What follows belongs to an exercise in optimizing a design on an open flow for small area, a short achievable clock period and few clock cycles; a production flow would make more cautious choices.
Function was checked by simulation only, so behaviour that the tests miss may differ from the original.
Power and IR drop assume default switching activity.

== amber ==
Design cpu_core, start of the top module:
module cpu_core (
    input  logic        clk,
    input  logic        rst,
    input  logic [15:0] instr_in,
    output logic [15:0] pc,
    output logic        dmem_req_valid,
    output logic        dmem_req_store,
    output logic [15:0] dmem_req_addr,
    output logic [15:0] dmem_req_wdata,
    input  logic        dmem_rsp_credit,
    input  logic [15:0] dmem_rsp_rdata
);
    logic [1:0]  cls;
    logic [2:0]  op, dst;
    logic [4:0]  low;
    logic [7:0]  s1, sb;       
    logic        ir_valid;
    logic        credit_q;
    logic        ld_pending;
    logic [2:0]  ld_dst;
    logic [15:0] regs [8];
    logic        clr;
    logic [2:0] f_rb;
    assign f_rb = (instr_in[15:14] == 2'b10) ? instr_in[10:8] : instr_in[4:2];
    logic [15:0] imm;
    assign imm = {{11{low[4]}}, low};
    logic is_alu, is_mem, is_jmp, is_ld;
    assign is_alu = ~cls[1];
    assign is_mem = cls[1] & ~cls[0] & (op[2:1] == 2'b00);
    assign is_ld  = is_mem & ~op[0];
    assign is_jmp = cls[1] & cls[0];
    logic use_s1, use_sb, use_dst;
    assign use_s1  = is_alu | is_mem | (is_jmp & ~op[2]);
    assign use_sb  = (cls == 2'b00) | is_mem | (is_jmp & ~op[2]);
    assign use_dst = is_alu | is_ld;
    logic [15:0] a, rbv;
    always_comb begin
        a   = '0;
        rbv = '0;
        for (int i = 0; i < 8; i++) begin
            a   = a   | (regs[i] & {16{s1[i]}});
            rbv = rbv | (regs[i] & {16{sb[i]}});
        end
    end
    logic [15:0] b;
    logic [2:0]  aop;
    logic        sub;
    logic [15:0] sum;
    logic [15:0] res;
    assign b   = cls == 2'b00 ? rbv : imm;
    assign aop = is_alu ? op : 3'd0;
    assign sub = (aop == 3'd1) | (aop == 3'd7);
    assign sum = a + (sub ? ~b : b) + {15'd0, sub};
    always_comb begin
        case (aop)
            3'd0, 3'd1: res = sum;
            3'd2: res = a & b;
            3'd3: res = a | b;
            3'd4: res = a ^ b;
            3'd5: res = a << b[3:0];
            3'd6: res = a >> b[3:0];
            default: res = {15'd0, (a[15] ^ b[15]) ? a[15] : sum[15]};
        endcase
    end
    logic cond, taken;
    always_comb begin
  ...
==> module cpu_core, before the edit <==
module cpu_core (
    input  logic        clk,
    input  logic        rst,
    input  logic [15:0] instr_in,
    output logic [15:0] pc,
    output logic        dmem_req_valid,
    output logic        dmem_req_store,
    output logic [15:0] dmem_req_addr,
    output logic [15:0] dmem_req_wdata,
    input  logic        dmem_rsp_credit,
    input  logic [15:0] dmem_rsp_rdata
);
    logic [1:0]  cls;
    logic [2:0]  op, dst;
    logic [4:0]  low;
    logic [7:0]  s1, sb;       
    logic        ir_valid;
    logic        credit_q;
    logic        ld_pending;
    logic [2:0]  ld_dst;
    logic [15:0] regs [8];
    logic        clr;
    logic [2:0] f_rb;
    assign f_rb = (instr_in[15:14] == 2'b10) ? instr_in[10:8] : instr_in[4:2];
    logic [15:0] imm;
    assign imm = {{11{low[4]}}, low};
    logic is_alu, is_mem, is_jmp, is_ld;
    assign is_alu = ~cls[1];
    assign is_mem = cls[1] & ~cls[0] & (op[2:1] == 2'b00);
    assign is_ld  = is_mem & ~op[0];
    assign is_jmp = cls[1] & cls[0];
    logic use_s1, use_sb, use_dst;
    assign use_s1  = is_alu | is_mem | (is_jmp & ~op[2]);
    assign use_sb  = (cls == 2'b00) | is_mem | (is_jmp & ~op[2]);
    assign use_dst = is_alu | is_ld;
    logic [15:0] a, rbv;
    always_comb begin
        a   = '0;
        rbv = '0;
        for (int i = 0; i < 8; i++) begin
            a   = a   | (regs[i] & {16{s1[i]}});
            rbv = rbv | (regs[i] & {16{sb[i]}});
        end
    end
    logic [15:0] b;
    logic [2:0]  aop;
    logic        sub;
    logic [15:0] sum;
    logic [15:0] res;
    assign b   = cls == 2'b00 ? rbv : imm;
    assign aop = is_alu ? op : 3'd0;
    assign sub = (aop == 3'd1) | (aop == 3'd7);
    assign sum = a + (sub ? ~b : b) + {15'd0, sub};
    always_comb begin
        case (aop)
            3'd0, 3'd1: res = sum;
            3'd2: res = a & b;
            3'd3: res = a | b;
            3'd4: res = a ^ b;
            3'd5: res = a << b[3:0];
            3'd6: res = a >> b[3:0];
            default: res = {15'd0, (a[15] ^ b[15]) ? a[15] : sum[15]};
        endcase
    end
    logic cond, taken;
    always_comb begin
        case (op)
            3'd0: cond = 1'b1;
            3'd1: cond = (a == 16'd0);
            3'd2: cond = (a != 16'd0);
            3'd3: cond = a[15];
            default: cond = 1'b0;
        endcase
    end
    assign taken = ir_valid & is_jmp & cond;
    logic [7:0] ld_oh;
    always_comb begin
        ld_oh = '0;
        ld_oh[ld_dst] = 1'b1;
    end
    logic haz, avail, ld_wr, stall, issue, e_wr;
    assign haz   = ld_pending & ((use_s1 & |(s1 & ld_oh)) |
                                 (use_sb & |(sb & ld_oh)) |
                                 (use_dst & (dst == ld_dst)));
    assign avail = (credit_q & ~dmem_req_valid) | dmem_rsp_credit;
    assign ld_wr = ld_pending & dmem_rsp_credit;
    assign e_wr  = ir_valid & is_alu;
    assign stall = ir_valid & (haz | (is_mem & ~avail) | (is_alu & ld_wr));
    assign issue = ir_valid & is_mem & ~haz & avail;
    logic [7:0]  we;
    logic [2:0]  wa;
    logic [15:0] wd;
    logic        ld_sel, alu_sel;
    assign wa      = ld_wr ? ld_dst : dst;
    assign ld_sel  = ld_wr & ~clr;
    assign alu_sel = ~ld_wr & ~clr;
    assign wd      = ({16{ld_sel}} & dmem_rsp_rdata) | ({16{alu_sel}} & res);
    always_comb begin
        for (int i = 0; i < 8; i++)
            we[i] = clr | ((ld_wr | (e_wr & ~haz)) & (wa == 3'(i)));
    end
    always_ff @(posedge clk) begin
        for (int i = 0; i < 8; i++)
            if (we[i]) regs[i] <= wd;
    end
    always_ff @(posedge clk or posedge rst) begin
        if (rst) clr <= 1'b1;
        else     clr <= 1'b0;
    end
    always_ff @(posedge clk or posedge rst) begin
        if (rst) begin
            pc       <= '0;
            ir_valid <= 1'b0;
        end else if (!stall) begin
            pc       <= taken ? rbv : pc + 16'd1;
            ir_valid <= ~taken;
        end
    end
    always_ff @(posedge clk) begin
        if (!stall) begin
            cls <= instr_in[15:14];
            op  <= instr_in[13:11];
            dst <= instr_in[10:8];
            low <= instr_in[4:0];
            for (int i = 0; i < 8; i++) begin
                s1[i] <= (instr_in[7:5] == 3'(i));
                sb[i] <= (f_rb == 3'(i));
            end
        end
    end
    always_ff @(posedge clk or posedge rst) begin
        if (rst) begin
            dmem_req_valid <= 1'b0;
            credit_q       <= 1'b1;
            ld_pending     <= 1'b0;
        end else begin
            dmem_req_valid <= issue;
            credit_q       <= avail & ~issue;
            if (issue) ld_pending <= is_ld;
            else if (dmem_rsp_credit) ld_pending <= 1'b0;
        end
    end
    always_ff @(posedge clk) begin
        dmem_req_store <= op[0];
        dmem_req_addr  <= sum;
        dmem_req_wdata <= rbv;
        if (issue) ld_dst <= dst;
    end
endmodule
export LEC_CHECK = 0
export CAP_MARGIN = 20
export CORE_MARGIN = 2
export CORE_UTILIZATION = 50
export CTS_BUF_LIST = sky130_fd_sc_hd__clkbuf_8
export SLEW_MARGIN = 20
create_clock -name core_clock -period 10.0 [get_ports {clk}]
standard.sh (not shown) runs the stock make flow with config.mk's settings and CLKGATE_MAP_FILE= SYNTH_SCRIPT=/design/flow/synth_recipe.tcl, a recipe that flattens the netlist after the stock synthesis.
==> flow/flow/run.sh <==
#!/bin/bash
# Standard layout (the standard flow's synthesis, constraints and steps) with three
# changes to how it is made:
#  - port buffers are buf_1 cells instead of the default choice;
#  - up to clock-tree synthesis, timing repair aims for a setup margin of
#    M1 ns, so the resizer improves the critical paths below the 10 ns clock;
set -euo pipefail
M1=6.2
M2=5.8
BUF="BUFFER_PORTS_ARGS=-buffer_cell sky130_fd_sc_hd__buf_1"
bash standard.sh SETUP_SLACK_MARGIN=$M1 "$BUF" cts > flow_make_1.log 2>&1
bash standard.sh SETUP_SLACK_MARGIN=$M2 "$BUF" finish > flow_make_2.log 2>&1
Testbench counts of amber, summed over its fixed seeds: cycles 43,778.
What delta does differently from amber at the input level:
--- a/flow/design.v
+++ b/flow/design.v
@@ -51,7 +51,27 @@
     assign b   = cls == 2'b00 ? rbv : imm;
     assign aop = is_alu ? op : 3'd0;
     assign sub = (aop == 3'd1) | (aop == 3'd7);
-    assign sum = a + (sub ? ~b : b) + {15'd0, sub};
+    logic [15:0] bx, kp, kg;
+    assign bx = b ^ {16{sub}};
+    always_comb begin
+        logic [15:0] p, g, pn, gn;
+        p = a ^ bx;
+        g = a & bx;
+        g[0] = g[0] | (p[0] & sub);
+        kp = p;
+        for (int d = 1; d < 16; d = d * 2) begin
+            gn = g;
+            pn = p;
+            for (int i = d; i < 16; i++) begin
+                gn[i] = g[i] | (p[i] & g[i-d]);
+                pn[i] = p[i] & p[i-d];
+            end
+            g = gn;
+            p = pn;
+        end
+        kg = g;
+    end
+    assign sum = kp ^ {kg[14:0], sub};
     always_comb begin
         case (aop)
             3'd0, 3'd1: res = sum;
==> run notes <==
- Against amber, delta comes in 1.4% higher on number of cells in the finished layout apart from fillers.
- On initial core utilization, amber and delta are neck and neck.
- Number of violations of the max-capacitance limit: amber vs delta identical
- delta: fraction of power spent switching nets is 0.70 points lower than what amber reported.
- Going from amber to delta, number of gates on the worst path with buffers counted now larger; maximum frequency from static timing analysis has decreased; overall power of the completed layout higher; core utilization went up.
- On delta: post-synth design cell area is 54 sq um higher than what amber gave.
- Measured against amber, the non-clock buffer count of delta comes out at 1.2 times the reference value.
- Measured against each other, amber and delta differ in fraction of area in multi-input gates, the higher figure coming from amber.
- delta vs. amber: wire length lower; final area went up about 3.4%.
- On combinational group share of total power: between amber and delta, it ends up lower for amber.
Testbench counts of delta, summed over its fixed seeds: cycles 43,778.

[port drivers added, routing unchanged]
The results above use ideal ports. As a check the final layouts listed here were re-extracted and re-timed, cells and wires unchanged. Step 1 sets driving cells, clkbuf_16 on the clock port and buf_2 on the other inputs (assumed; they add their load-dependent delay and slew). Step 2, shift: input delay + t, output delay - t, t = (earliest + latest rising clock arrival at the registers) / 2. This alone moves slack from input paths to output paths. Slacks: ideal ports / drivers / drivers and shift; pairs: ideal ports / drivers.
run	shift t [ns]	setup slack, ns	worst data-port slew with drivers (ns)	pins driven straight from the clock port
amber	0.592	6.043 / 6.043 / 5.591	0.04	1
delta	0.582	6.014 / 6.014 / 5.880	0.04	1
After both steps setup and hold are still met in every run listed. The setup slack of amber, which loses most, moves by 0.000 ns with the drivers and by -0.452 ns with both steps.
